From an optimization exercise on the open Yosys and OpenROAD flow, aimed at a short achievable clock period and few clock cycles; shortcuts taken in it are not production practice.
RTL that was checked went through simulation tests only; none was proved equivalent to the original.
No activity file was given, so power comes from the tool's default toggle rates.

Design dmac_top, start of the top module:
module dmac_top (
   input  logic       HCLK,
   input  logic       HRESETn,
   input  logic       hsel,
   input  logic       hready,
   input  logic       hwrite,
   input  logic [1:0]    htrans,
   input  logic [31:0]      haddr,
   input  logic [31:0]      hwdata,
   output logic [31:0]      s_hrdata,
   output logic [1:0] s_hresp,
   output logic       hreadyout,
   input  logic [31:0]      hrdata,
   input  logic       hgrant,
   output logic       hbusreq,
   output logic [1:0]    m_htrans,
   output logic [31:0]      m_haddr,
   output logic       m_hwrite,
   output logic [2:0]    m_hburst,
   output logic [31:0]      m_hwdata,
   output logic       dmacintr
);
Size in the first run: ~0.039 mm^2 of cells after synthesis.
export LEC_CHECK = 0
export CAP_MARGIN = 20
export CORE_MARGIN = 2
export CORE_UTILIZATION = 40
export SETUP_SLACK_MARGIN = 3.8
export SLEW_MARGIN = 20
create_clock -name core_clock -period 6.0 [get_ports {HCLK}]
run.sh (not shown) runs the stock make flow with config.mk's settings and CLKGATE_MAP_FILE= SYNTH_SCRIPT=/design/flow/synth_recipe.tcl, a recipe that flattens the netlist after the stock synthesis.
The baseline completed with no timing, DRC or antenna violations.
Testbench counts at the start, summed over its fixed seeds: cycles 22,325.
Rerun with:
==> flow/flow/run.sh (new file) <==
#!/bin/bash
# Standard layout, with one extra step after placement (flow/move.tcl).
# Each tool's output goes to a log file of its own in this folder.
set -euo pipefail
export RDIR=$PWD/orfs/results/$FLOW_PLATFORM/dmac_top/base
bash standard.sh synth > log_1_synth.txt 2>&1
bash standard.sh floorplan > log_2_floorplan.txt 2>&1
bash standard.sh place > log_3_place.txt 2>&1
openroad -no_init -exit flow/move.tcl > log_3_move.txt 2>&1
bash standard.sh finish > log_4_finish.txt 2>&1
==> flow/flow/move.tcl (new file) <==
# After global and detailed placement: put each flip-flop that drives an
# output port's buffer right next to that buffer, then legalize again.
source [file join [file dirname [info script]] move_procs.tcl]
set R $::env(RDIR)
read_db $R/3_place.odb
move_out_flops
detailed_placement
check_placement
write_db $R/3_place.odb
==> flow/flow/move_procs.tcl (new file) <==
# Flip-flops that drive an output port's buffer, directly or through one
# inverter or buffer, are put next to that buffer (then legalized).
proc out_driver {inst} {
  # the instance that drives inst's (single) input pin, or ""
  foreach it [$inst getITerms] {
    if {[$it isInputSignal]} {
      set net [$it getNet]
      if {$net == "NULL"} { return "" }
      foreach d [$net getITerms] {
        if {[$d isOutputSignal]} { return [$d getInst] }
      }
    }
  }
  return ""
}

proc is_flop {inst} {
  return [string match "*__*df*" [[$inst getMaster] getName]]
}

proc is_inv_or_buf {inst} {
  set m [[$inst getMaster] getName]
  return [expr {[string match "*__inv_*" $m] || [string match "*__buf_*" $m] || [string match "*__clkbuf_*" $m]}]
}

proc move_out_flops {} {
  set block [ord::get_db_block]
  set n 0
  foreach bt [$block getBTerms] {
    if {[$bt getIoType] != "OUTPUT"} { continue }
    set net [$bt getNet]
    if {$net == "NULL"} { continue }
    set buf ""
    foreach it [$net getITerms] {
      if {[$it isOutputSignal]} { set buf [$it getInst] }
    }
    if {$buf == ""} { continue }
    set drv [out_driver $buf]
    if {$drv == ""} { continue }
    set loc [$buf getLocation]
    if {[is_flop $drv]} {
      $drv setLocation [lindex $loc 0] [lindex $loc 1]
      incr n
    } elseif {[is_inv_or_buf $drv]} {
      set ff [out_driver $drv]
      if {$ff != "" && [is_flop $ff]} {
        $drv setLocation [lindex $loc 0] [lindex $loc 1]
        $ff setLocation [lindex $loc 0] [lindex $loc 1]
        incr n
      }
    }
  }
  puts "moved $n flip-flops next to their output buffers"
}
==> flow/standard.sh (new file) <==
#!/bin/bash
# synth_recipe.tcl (not shown) runs the flow's synth.tcl, then flattens the netlist and writes it again
# the make line also repeats each setting of config.mk as NAME=value (left out here)
make -C /OpenROAD-flow-scripts/flow DESIGN_CONFIG=/design/flow/config.mk WORK_HOME=/design/flow/orfs CLKGATE_MAP_FILE= SYNTH_SCRIPT=/design/flow/synth_recipe.tcl "${@:-finish}"
removed: flow/run.sh
=> The changed run completed with no timing, DRC or antenna violations; global-route usage went up by 0.27 points; setup slack degrades by 0.077 ns; final cell count went up slightly; final area went up slightly; clock skew went up by 0.0098 ns; combinational power went up by a few percent; die area does not change; fmax went down by a few percent; total power went up slightly.

* * *

Another version of the RTL of dmac_top (not shown whole).
Size in the first run: roughly 2800 cells after synthesis, about 900 flip-flops, ~210 I/O pins, ~38000 um2 of cells after synthesis.
Design dmac_top, start of the top module:
module dmac_top (
   input  logic       HCLK,
   input  logic       HRESETn,
   input  logic       hsel,
   input  logic       hready,
   input  logic       hwrite,
   input  logic [1:0]    htrans,
   input  logic [31:0]      haddr,
   input  logic [31:0]      hwdata,
   output logic [31:0]      s_hrdata,
   output logic [1:0] s_hresp,
   output logic       hreadyout,
   input  logic [31:0]      hrdata,
   input  logic       hgrant,
   output logic       hbusreq,
   output logic [1:0]    m_htrans,
   output logic [31:0]      m_haddr,
   output logic       m_hwrite,
   output logic [2:0]    m_hburst,
   output logic [31:0]      m_hwdata,
   output logic       dmacintr
);
==> flow/config.mk <==
export PLATFORM = sky130hd
export DESIGN_NAME = dmac_top
export DESIGN_NICKNAME = dmac_top
export VERILOG_FILES = /design/flow/design.v
export SDC_FILE = /design/flow/constraint.sdc
export NUM_CORES = 4
export LEC_CHECK = 0
export ABC_CLOCK_PERIOD_IN_PS = 1500
export CAP_MARGIN = 20
export CORE_MARGIN = 2
export CORE_UTILIZATION = 40
export SETUP_SLACK_MARGIN = 4.5
export SLEW_MARGIN = 20
==> flow/constraint.sdc <==
create_clock -name core_clock -period 6.0 [get_ports {HCLK}]
set_input_delay 1.2000 -clock core_clock [delete_from_list [all_inputs] [get_ports {HCLK}]]
set_output_delay 1.2000 -clock core_clock [all_outputs]
set_load 0.01 [all_outputs]
standard.sh (not shown) runs the stock make flow with config.mk's settings and CLKGATE_MAP_FILE= SYNTH_SCRIPT=/design/flow/synth_recipe.tcl, a recipe that flattens the netlist after the stock synthesis.
==> flow/flow/run.sh <==
#!/bin/bash
# Standard layout, with one extra step after placement (flow/move.tcl).
# Each tool's output goes to a log file of its own in this folder.
set -euo pipefail
export RDIR=$PWD/orfs/results/$FLOW_PLATFORM/dmac_top/base
bash standard.sh synth > log_1_synth.txt 2>&1
bash standard.sh floorplan > log_2_floorplan.txt 2>&1
bash standard.sh place > log_3_place.txt 2>&1
openroad -no_init -exit flow/move.tcl > log_3_move.txt 2>&1
bash standard.sh finish > log_4_finish.txt 2>&1
==> flow/flow/move.tcl <==
# After global and detailed placement: put each flip-flop that drives an
# output port's buffer right next to that buffer, then legalize again.
source [file join [file dirname [info script]] move_procs.tcl]
set R $::env(RDIR)
read_db $R/3_place.odb
move_out_flops
detailed_placement
check_placement
write_db $R/3_place.odb
==> flow/flow/move_procs.tcl <==
# Move each flip-flop that drives an output buffer next to that buffer, then legalize.
proc move_out_flops {} {
  set block [ord::get_db_block]
  set n 0
  foreach bt [$block getBTerms] {
    if {[$bt getIoType] != "OUTPUT"} { continue }
    set net [$bt getNet]
    if {$net == "NULL"} { continue }
    # driver of the port net: the output buffer
    set buf ""
    foreach it [$net getITerms] {
      if {[$it isOutputSignal]} { set buf [$it getInst] }
    }
    if {$buf == ""} { continue }
    # the buffer's input net and its driver
    foreach it [$buf getITerms] {
      if {[$it isInputSignal]} { set in_net [$it getNet] }
    }
    if {$in_net == "NULL"} { continue }
    set drv ""
    foreach it [$in_net getITerms] {
      if {[$it isOutputSignal]} { set drv [$it getInst] }
    }
    if {$drv == ""} { continue }
    set m [[$drv getMaster] getName]
    if {![string match "*__df*" $m] && ![string match "*__edf*" $m]} { continue }
    set loc [$buf getLocation]
    $drv setLocation [lindex $loc 0] [lindex $loc 1]
    incr n
  }
  puts "moved $n flip-flops next to their output buffers"
}
Rerun with:
==> flow/run.sh (new file) <==
#!/bin/bash
# synth_recipe.tcl (not shown) runs the flow's synth.tcl, then flattens the netlist and writes it again
# the make line also repeats each setting of config.mk as NAME=value (left out here)
make -C /OpenROAD-flow-scripts/flow DESIGN_CONFIG=/design/flow/config.mk WORK_HOME=/design/flow/orfs CLKGATE_MAP_FILE= SYNTH_SCRIPT=/design/flow/synth_recipe.tcl finish
--- a/flow/config.mk
+++ b/flow/config.mk
@@ -6,8 +6,9 @@
 export NUM_CORES = 4
 export LEC_CHECK = 0
-export ABC_CLOCK_PERIOD_IN_PS = 1500
 export CAP_MARGIN = 20
 export CORE_MARGIN = 2
 export CORE_UTILIZATION = 40
+export CTS_CLUSTER_DIAMETER = 100
+export CTS_CLUSTER_SIZE = 30
 export SETUP_SLACK_MARGIN = 4.5
 export SLEW_MARGIN = 20
removed: flow/flow/run.sh
removed: flow/flow/move.tcl
removed: flow/flow/move_procs.tcl
removed: flow/standard.sh
Area after synthesis does not change.
Final cell count falls by 2.1%.
Sequential power barely changes.
Combinational power rises by about 0.7%.
Rerun with:
--- a/flow/config.mk
+++ b/flow/config.mk
@@ -9,6 +9,4 @@
 export CORE_MARGIN = 2
 export CORE_UTILIZATION = 40
-export CTS_CLUSTER_DIAMETER = 100
-export CTS_CLUSTER_SIZE = 30
-export SETUP_SLACK_MARGIN = 4.5
+export SETUP_SLACK_MARGIN = 3.8
 export SLEW_MARGIN = 20
Effect:
- The new run completed with no timing, DRC or antenna violations
- non-clock buffer count fell by 493
- clock skew fell by 0.017 ns
- cell area fell by 17%
- setup slack loses 0.027 ns
- critical path depth stays the same
- area after synthesis is unchanged
- wire length fell by 25%
- die area does not change
No run of this note included a check of the RTL's function; only the layout flow was run.

* * *

Another version of the RTL of dmac_top (not shown whole).
Size: about 2,800 cells after synthesis, ~890 flip-flops, roughly 210 I/O pins, about 38,000 sq um of cells after synthesis.
make LEC_CHECK=0 CAP_MARGIN=20 CORE_MARGIN=2 CORE_UTILIZATION=40 CTS_CLUSTER_DIAMETER=60 CTS_CLUSTER_SIZE=20 SETUP_SLACK_MARGIN=4.5 SLEW_MARGIN=20 finish   # period 6.0 ns
run.sh (not shown) runs the stock make flow with config.mk's settings and CLKGATE_MAP_FILE= SYNTH_SCRIPT=/design/flow/synth_recipe.tcl, a recipe that flattens the netlist after the stock synthesis.
Stock flow here: none of the scripts above is used.
The starting point produced a clean layout.
Rerun with:
- CORE_UTILIZATION: 40 -> 50
- CTS_CLUSTER_DIAMETER: 60 -> default
- CTS_CLUSTER_SIZE: 20 -> default
- PLACE_DENSITY: default -> 0.75
Outcome:
- worst hold slack loses 0.064 ns
- cell count falls by 3.5%
- routed wire length went up by about 16%
- worst setup slack is worse by 0.075 ns
- clock-buffer cell count rose by 53
- sequential share of layout area falls by 0.21 points
- total power increases by about 5.5%
- design area went up by 0.44%
No run of this note included a check of the RTL's function; only the layout flow was run.

* * *

dmac_top, a different RTL version from the one above (not shown whole).
For scale: ~2,800 cells after synthesis, roughly 930 flip-flops, roughly 0.039 mm² of cells after synthesis.
Design dmac_top, start of the top module:
module dmac_top (
   input  logic       HCLK,
   input  logic       HRESETn,
   input  logic       hsel,
   input  logic       hready,
   input  logic       hwrite,
   input  logic [1:0]    htrans,
   input  logic [31:0]      haddr,
   input  logic [31:0]      hwdata,
   output logic [31:0]      s_hrdata,
   output logic [1:0] s_hresp,
   output logic       hreadyout,
   input  logic [31:0]      hrdata,
   input  logic       hgrant,
   output logic       hbusreq,
   output logic [1:0]    m_htrans,
   output logic [31:0]      m_haddr,
   output logic       m_hwrite,
   output logic [2:0]    m_hburst,
   output logic [31:0]      m_hwdata,
   output logic       dmacintr
);
make LEC_CHECK=0 CAP_MARGIN=20 CORE_MARGIN=2 CORE_UTILIZATION=40 SETUP_SLACK_MARGIN=3.8 SLEW_MARGIN=20 finish   # period 6.0 ns
The starting point produced a clean layout.
==> next run, changes <==
==> flow/flow/run.sh (new file) <==
#!/bin/bash
# Standard layout, with one extra step after placement (flow/move.tcl).
# Each tool's output goes to a log file of its own in this folder.
set -euo pipefail
export RDIR=$PWD/orfs/results/$FLOW_PLATFORM/dmac_top/base
bash standard.sh synth > log_1_synth.txt 2>&1
bash standard.sh floorplan > log_2_floorplan.txt 2>&1
bash standard.sh place > log_3_place.txt 2>&1
openroad -no_init -exit flow/move.tcl > log_3_move.txt 2>&1
bash standard.sh finish > log_4_finish.txt 2>&1
==> flow/flow/move.tcl (new file) <==
# After global and detailed placement: put each flip-flop that drives an
# output port's buffer right next to that buffer, then legalize again.
source [file join [file dirname [info script]] move_procs.tcl]
set R $::env(RDIR)
read_db $R/3_place.odb
move_out_flops
detailed_placement
check_placement
write_db $R/3_place.odb
==> flow/flow/move_procs.tcl (new file) <==
# Flip-flops that drive an output port's buffer, directly or through one
# inverter or buffer, are put next to that buffer (then legalized).
proc out_driver {inst} {
  # the instance that drives inst's (single) input pin, or ""
  foreach it [$inst getITerms] {
    if {[$it isInputSignal]} {
      set net [$it getNet]
      if {$net == "NULL"} { return "" }
      foreach d [$net getITerms] {
        if {[$d isOutputSignal]} { return [$d getInst] }
      }
    }
  }
  return ""
}

proc is_flop {inst} {
  return [string match "*__*df*" [[$inst getMaster] getName]]
}

proc is_inv_or_buf {inst} {
  set m [[$inst getMaster] getName]
  return [expr {[string match "*__inv_*" $m] || [string match "*__buf_*" $m] || [string match "*__clkbuf_*" $m]}]
}

proc move_out_flops {} {
  set block [ord::get_db_block]
  set n 0
  foreach bt [$block getBTerms] {
    if {[$bt getIoType] != "OUTPUT"} { continue }
    set net [$bt getNet]
    if {$net == "NULL"} { continue }
    set buf ""
    foreach it [$net getITerms] {
      if {[$it isOutputSignal]} { set buf [$it getInst] }
    }
    if {$buf == ""} { continue }
    set drv [out_driver $buf]
    if {$drv == ""} { continue }
    set loc [$buf getLocation]
    if {[is_flop $drv]} {
      $drv setLocation [lindex $loc 0] [lindex $loc 1]
      incr n
    } elseif {[is_inv_or_buf $drv]} {
      set ff [out_driver $drv]
      if {$ff != "" && [is_flop $ff]} {
        $drv setLocation [lindex $loc 0] [lindex $loc 1]
        $ff setLocation [lindex $loc 0] [lindex $loc 1]
        incr n
      }
    }
  }
  puts "moved $n flip-flops next to their output buffers"
}
==> flow/standard.sh (new file) <==
#!/bin/bash
# synth_recipe.tcl (not shown) runs the flow's synth.tcl, then flattens the netlist and writes it again
# the make line also repeats each setting of config.mk as NAME=value (left out here)
make -C /OpenROAD-flow-scripts/flow DESIGN_CONFIG=/design/flow/config.mk WORK_HOME=/design/flow/orfs CLKGATE_MAP_FILE= SYNTH_SCRIPT=/design/flow/synth_recipe.tcl "${@:-finish}"
removed: flow/run.sh
Die area is unchanged.
Critical path depth stays the same.
Power goes down slightly.
Function was not checked in any run of this note: the RTL went through the layout flow alone.

* * *

## the baseline
dmac_top, a different RTL version from the one above (not shown whole).
Size: roughly 2700 cells after synthesis, about 210 I/O pins.
Settings: LEC_CHECK=0, CAP_MARGIN=20, CORE_MARGIN=2, CORE_UTILIZATION=40, CTS_CLUSTER_DIAMETER=60, CTS_CLUSTER_SIZE=20, SETUP_SLACK_MARGIN=3.8, SLEW_MARGIN=20; clock period 6.0 ns.
standard.sh (not shown) runs the stock make flow with config.mk's settings and CLKGATE_MAP_FILE= SYNTH_SCRIPT=/design/flow/synth_recipe.tcl, a recipe that flattens the netlist after the stock synthesis.
==> flow/flow/run.sh <==
#!/bin/bash
# Standard layout, with one extra step after placement (flow/move.tcl).
# Each tool's output goes to a log file of its own in this folder.
set -euo pipefail
export RDIR=$PWD/orfs/results/$FLOW_PLATFORM/dmac_top/base
bash standard.sh synth > log_1_synth.txt 2>&1
bash standard.sh floorplan > log_2_floorplan.txt 2>&1
bash standard.sh place > log_3_place.txt 2>&1
openroad -no_init -exit flow/move.tcl > log_3_move.txt 2>&1
bash standard.sh finish > log_4_finish.txt 2>&1
==> flow/flow/move.tcl <==
# After global and detailed placement: put each flip-flop that drives an
# output port's buffer right next to that buffer, then legalize again.
source [file join [file dirname [info script]] move_procs.tcl]
set R $::env(RDIR)
read_db $R/3_place.odb
move_out_flops
detailed_placement
check_placement
write_db $R/3_place.odb
==> flow/flow/move_procs.tcl <==
# Flip-flops that drive an output port's buffer, directly or through one
# inverter or buffer, are put next to that buffer (then legalized).
proc out_driver {inst} {
  # the instance that drives inst's (single) input pin, or ""
  foreach it [$inst getITerms] {
    if {[$it isInputSignal]} {
      set net [$it getNet]
      if {$net == "NULL"} { return "" }
      foreach d [$net getITerms] {
        if {[$d isOutputSignal]} { return [$d getInst] }
      }
    }
  }
  return ""
}

proc is_flop {inst} {
  return [string match "*__*df*" [[$inst getMaster] getName]]
}

proc is_inv_or_buf {inst} {
  set m [[$inst getMaster] getName]
  return [expr {[string match "*__inv_*" $m] || [string match "*__buf_*" $m] || [string match "*__clkbuf_*" $m]}]
}

proc move_out_flops {} {
  set block [ord::get_db_block]
  set n 0
  foreach bt [$block getBTerms] {
    if {[$bt getIoType] != "OUTPUT"} { continue }
    set net [$bt getNet]
    if {$net == "NULL"} { continue }
    set buf ""
    foreach it [$net getITerms] {
      if {[$it isOutputSignal]} { set buf [$it getInst] }
    }
    if {$buf == ""} { continue }
    set drv [out_driver $buf]
    if {$drv == ""} { continue }
    set loc [$buf getLocation]
    if {[is_flop $drv]} {
      $drv setLocation [lindex $loc 0] [lindex $loc 1]
      incr n
    } elseif {[is_inv_or_buf $drv]} {
      set ff [out_driver $drv]
      if {$ff != "" && [is_flop $ff]} {
        $drv setLocation [lindex $loc 0] [lindex $loc 1]
        $ff setLocation [lindex $loc 0] [lindex $loc 1]
        incr n
      }
    }
  }
  puts "moved $n flip-flops next to their output buffers"
}
Testbench counts of the baseline, summed over its fixed seeds: cycles 22,325.
Modified inputs, the candidate compared to the baseline
- CTS_CLUSTER_SIZE removed (was 20)
- CTS_CLUSTER_DIAMETER removed (was 60)
==> flow/run.sh (new file) <==
#!/bin/bash
# synth_recipe.tcl (not shown) runs the flow's synth.tcl, then flattens the netlist and writes it again
# the make line also repeats each setting of config.mk as NAME=value (left out here)
make -C /OpenROAD-flow-scripts/flow DESIGN_CONFIG=/design/flow/config.mk WORK_HOME=/design/flow/orfs CLKGATE_MAP_FILE= SYNTH_SCRIPT=/design/flow/synth_recipe.tcl finish
removed: flow/flow/run.sh
removed: flow/flow/move.tcl
removed: flow/flow/move_procs.tcl
removed: flow/standard.sh
### Flow results
Comparing wire length of the first global-routing pass for the baseline and the candidate, the bigger number came from the candidate.
In summary, the candidate completed successfully, with a layout that passed the timing, DRC and antenna checks.
Fmax, the baseline and the candidate: higher on the baseline
The candidate vs. the baseline: setup slack fell 0.074 ns, sequential share of layout area rose by 0.25 points, worst slack on hold paths lost 0.028 ns.
Compared to the baseline, the candidate has non-clock buffer count 28 lower.
Looking at met3 wirelength from detailed routing, the candidate sits 5.4% lower than the baseline does.
When the candidate is measured against the baseline, its count of cells along the worst register-to-register path turns out 2 higher.

==> static timing again, ports no longer ideal <==
No port has a modelled driver above. Below, the same layouts with a new extraction and two added sets of constraints. Step 1 assumes that a clkbuf_16 drives the clock port and a buf_2 every other input. Step 2, shift: input delay + t, output delay - t, t = (earliest + latest rising clock arrival at the registers) / 2. This alone moves slack from input paths to output paths. a / b / c = no drivers / after step 1 / after step 2; a / b = the first two.
run | shift t [ns] | slack for setup (ns) | hold slack, ns
the first run of note 1 | 0.729 | 3.602 / 3.533 / 2.915 | 0.459 / 0.459 / 0.459
the second run of note 1 | 0.744 | 3.525 / 3.473 / 2.813 | 0.475 / 0.475 / 0.475
the first run of note 2 | 0.764 | 3.249 / 3.171 / 2.931 | 0.466 / 0.477 / 0.477
the second run of note 2 | 0.681 | 3.527 / 3.454 / 3.158 | 0.448 / 0.482 / 0.482
the third run of note 2 | 0.718 | 3.500 / 3.437 / 3.120 | 0.478 / 0.478 / 0.478
the first run of note 3 | 0.748 | 3.478 / 3.405 / 3.163 | 0.447 / 0.436 / 0.477
the second run of note 3 | 0.784 | 3.403 / 3.329 / 3.148 | 0.383 / 0.465 / 0.475
the first run of note 4 | 0.734 | 3.477 / 3.413 / 2.872 | 0.461 / 0.461 / 0.461
the second run of note 4 | 0.736 | 3.465 / 3.400 / 2.913 | 0.476 / 0.476 / 0.476
the baseline | 0.718 | 3.585 / 3.515 / 3.019 | 0.475 / 0.475 / 0.475
the candidate | 0.744 | 3.511 / 3.446 / 3.098 | 0.446 / 0.446 / 0.446
After both steps setup and hold are still met in every run listed. For the second run of note 1, which loses most, drivers alone change the setup slack by -0.052 ns; drivers and shift together by -0.712 ns.
